Source: an optimization exercise on an open RTL-to-GDS flow (aim: a short achievable clock period and few clock cycles per item). Production flows keep margins and buffers that such runs may drop. Function was checked by simulation only, so behaviour that the tests miss may differ from the original. Power is estimated from default activity; no workload was simulated.

## exec_stage
module exec_stage #(
    parameter int W = 32
) (
    input  logic         clk,
    input  logic         rst,
    input  logic         in_valid,
    output logic         in_ready,
    input  logic         flush,
    input  logic [3:0]   opcode,
    input  logic [W-1:0] oprand1,
    input  logic [W-1:0] oprand2,
    input  logic [3:0]   rd_addr,
    input  logic         set_flags,
    input  logic         carry_in,
    input  logic [3:0]   nzcv_in,
    output logic         out_valid,
    output logic [W-1:0] result,
    output logic [3:0]   wb_addr,
    output logic         wb_en,
    output logic [3:0]   nzcv_out,
    output logic         flags_en,
    output logic         undef
);
For scale: about 9500 cells after synthesis, about 2900 flip-flops, roughly 110000 um^2 of cells after synthesis.
Settings: LEC_CHECK=0, CAP_MARGIN=20, CORE_MARGIN=2, CORE_UTILIZATION=60, CTS_CLUSTER_DIAMETER=80, CTS_CLUSTER_SIZE=25, SLEW_MARGIN=20; clock period 11.0 ns.
standard.sh (not shown) runs the stock make flow with config.mk's settings and CLKGATE_MAP_FILE= SYNTH_SCRIPT=/design/flow/synth_recipe.tcl, a recipe that flattens the netlist after the stock synthesis.
==> flow/flow/run.sh <==
#!/bin/bash
# Own flow: the standard layout (standard.sh: the standard synthesis,
# floorplan, placement, CTS and routing, unchanged) with a larger setup margin
# for ORFS's timing repair, so that repair_timing keeps improving paths that
# already meet the 11 ns clock, and without gate cloning in that repair.
# The constraints (constraint.sdc) are untouched.
set -euo pipefail
MARGIN=$(cat flow/margin)
bash standard.sh SETUP_SLACK_MARGIN="$MARGIN" SKIP_GATE_CLONING=1 finish > standard_flow.log 2>&1
==> flow/flow/margin <==
7.8
Testbench counts at the start, summed over its fixed seeds: cycles 16,302, items 16,000.
Then changed:
--- a/flow/design.v
+++ b/flow/design.v
@@ -3768,38 +3768,37 @@
     output logic         flags_en,
     output logic         undef
 );
     localparam int NST   = 34;    
     localparam int MERGE = 6;     
     localparam int NDIV  = 6;     
     localparam int UW    = $clog2(NDIV);
     logic         rdy_q;
-    logic         rdy_i;
+    logic         full_q;
     logic         rdy_nx;
     logic         s0_v;
     logic [3:0]   s0_op;
     logic [W-1:0] s0_a;
     logic [W-1:0] s0_b;
     logic [3:0]   s0_rd;
     logic         s0_s;
     logic         s0_cin;
     logic [3:0]   s0_nz;
     assign in_ready = rdy_q;
     always_ff @(posedge clk or negedge rst) begin
         if (!rst) begin
-            s0_v  <= 1'b0;
-            rdy_i <= 1'b1;
+            s0_v <= 1'b0;
         end else begin
-            s0_v  <= in_valid && rdy_i && !flush;
-            rdy_i <= rdy_nx;
+            s0_v <= in_valid && !full_q && !flush;
         end
     end
     always_ff @(posedge clk) begin
-        rdy_q <= rdy_nx;
+        rdy_q  <= rdy_nx;
+        full_q <= !rdy_nx;
     end
     always_ff @(posedge clk) begin
         s0_op  <= opcode;
         s0_a   <= oprand1;
         s0_b   <= oprand2;
         s0_rd  <= rd_addr;
         s0_s   <= set_flags;
         s0_cin <= carry_in;
@@ -3991,17 +3990,17 @@
             for (int j = NDIV; j >= 1; j--) begin
                 n_ge[j] = n_ge[j] || (n_ge[j-1] && (u_long[i] || u_go[i]));
             end
         end
     end
     assign room3   = !n_ge[NDIV-2];
     assign room2   = n_ge[NDIV-2] && !n_ge[NDIV-1];
     assign room1   = n_ge[NDIV-1] && !n_ge[NDIV];
-    assign acc_div = in_valid && rdy_i && (opcode == arm_pkg::OP_UDIV);
+    assign acc_div = in_valid && !full_q && (opcode == arm_pkg::OP_UDIV);
     assign rdy_nx  = flush || room3 || (room2 && !(alloc && acc_div)) ||
                      (room1 && !alloc && !acc_div);
     logic          m_v   [1:NST];
     logic          m_div [1:NST];
     logic [UW-1:0] m_u   [1:NST];
     logic [3:0]    m_rd  [1:NST];
     logic          m_wb  [1:NST];
     logic          m_fe  [1:NST];
- combinational power stays flat
- first-iteration DRC count increases by 26%
- hold slack is better by 8.0 ps
- cell area increases by 0.38%
- via count increases by 1.5%
- count of clock-buffer cells in the layout decreases by 4
- die area increases by 0.55%
- power increases by 0.60%
- global-route usage increases by 0.16 points
- setup slack is worse by 6.7 ps
- critical path depth does not change
Testbench counts after the change, summed over its fixed seeds: cycles 16,302, items 16,000.

========
exec_stage, a different RTL version from the one above (not shown whole).
For scale: about 2,900 flip-flops, about 130 I/O pins, ~110,000 um^2 of cells after synthesis.
clock: 11.0 ns
lec_check: 0
cap_margin: 20
core_margin: 2
core_utilization: 60
cts_cluster_diameter: 80
cts_cluster_size: 25
slew_margin: 20
Scripts as last shown in full above: flow/flow/run.sh, flow/flow/margin
Testbench counts at the start, summed over its fixed seeds: cycles 16,302, items 16,000.
==> next run, changes <==
--- a/flow/design.v
+++ b/flow/design.v
@@ -3765,43 +3765,45 @@
     output logic [3:0]   wb_addr,
     output logic         wb_en,
     output logic [3:0]   nzcv_out,
     output logic         flags_en,
     output logic         undef
 );
     localparam int NST   = 34;    
     localparam int MERGE = 6;     
     localparam int NDIV  = 6;     
     localparam int UW    = $clog2(NDIV);
     logic         rdy_q;
+    logic         full_q;
     logic         rdy_nx;
     logic         s0_v;
     logic [3:0]   s0_op;
     logic [W-1:0] s0_a;
     logic [W-1:0] s0_b;
     logic [3:0]   s0_rd;
     logic         s0_s;
     logic         s0_cin;
     logic [3:0]   s0_nz;
     assign in_ready = rdy_q;
     always_ff @(posedge clk or negedge rst) begin
         if (!rst) begin
-            s0_v  <= 1'b0;
+            s0_v   <= 1'b0;
+            rdy_q  <= 1'b1;
+            full_q <= 1'b0;
         end else begin
-            s0_v  <= in_valid && rdy_q && !flush;
+            s0_v   <= in_valid && !full_q && !flush;
+            rdy_q  <= rdy_nx;
+            full_q <= !rdy_nx;
         end
     end
     always_ff @(posedge clk) begin
-        rdy_q <= rdy_nx;
-    end
-    always_ff @(posedge clk) begin
         s0_op  <= opcode;
         s0_a   <= oprand1;
         s0_b   <= oprand2;
         s0_rd  <= rd_addr;
         s0_s   <= set_flags;
         s0_cin <= carry_in;
         s0_nz  <= nzcv_in;
     end
     arm_pkg::opcode_e op;
     logic [W-1:0] add_x;
     logic [W-1:0] add_y;
@@ -3985,23 +3987,23 @@
         n_ge    = '0;
         n_ge[0] = 1'b1;
         for (int i = 0; i < NDIV; i++) begin
             for (int j = NDIV; j >= 1; j--) begin
                 n_ge[j] = n_ge[j] || (n_ge[j-1] && (u_long[i] || u_go[i]));
             end
         end
     end
     assign room3   = !n_ge[NDIV-2];
     assign room2   = n_ge[NDIV-2] && !n_ge[NDIV-1];
     assign room1   = n_ge[NDIV-1] && !n_ge[NDIV];
-    assign acc_div = in_valid && rdy_q && (opcode == arm_pkg::OP_UDIV);
+    assign acc_div = in_valid && !full_q && (opcode == arm_pkg::OP_UDIV);
     assign rdy_nx  = flush || room3 || (room2 && !(alloc && acc_div)) ||
                      (room1 && !alloc && !acc_div);
     logic          m_v   [1:NST];
     logic          m_div [1:NST];
     logic [UW-1:0] m_u   [1:NST];
     logic [3:0]    m_rd  [1:NST];
     logic          m_wb  [1:NST];
     logic          m_fe  [1:NST];
     logic [3:0]    m_nz  [1:NST];    
     logic [W-1:0]  m_q   [MERGE:NST];
     always_ff @(posedge clk or negedge rst) begin
Result: Via count barely changes. Wire length falls by 2.8%. Worst hold slack gains 0.021 ns. Core utilization came out lower by 0.13 points. Die area hardly moves. First-iteration DRC count is higher by 1.5%. Synthesized area barely changes. Register-to-register slack barely changes. Total power came out lower by 1.5%. Sequential power hardly moves.
Testbench counts after the change, summed over its fixed seeds: cycles 16,302, items 16,000.

[re-timing with driven ports]
Ports are ideal in the flow. The routed layouts listed here were re-timed in OpenROAD. Step 1 sets driving cells, clkbuf_16 on the clock port and buf_2 on the other inputs (assumed; they add their load-dependent delay and slew). Step 2 moves the port delays by t, midway between the first and last clock arrival at a register: inputs arrive t later, outputs are due t later. That takes back most of the time a late clock gives input paths. a / b / c = ideal / step 1 / step 2; a / b = the first two.
run | t, ns | slack for setup (ns) | pins driven straight from the clock port
the first run of note 1 | 0.933 | 7.468 / 7.377 / 6.947 | 1
the second run of note 1 | 0.913 | 7.461 / 7.376 / 7.065 | 1
the first run of note 2 | 0.899 | 7.434 / 7.349 / 6.986 | 1
the second run of note 2 | 0.913 | 7.308 / 7.217 / 6.997 | 1
After both steps every run listed still meets setup and hold. For the first run of note 1, which loses most, drivers alone change the setup slack by -0.091 ns; drivers and shift together by -0.521 ns.
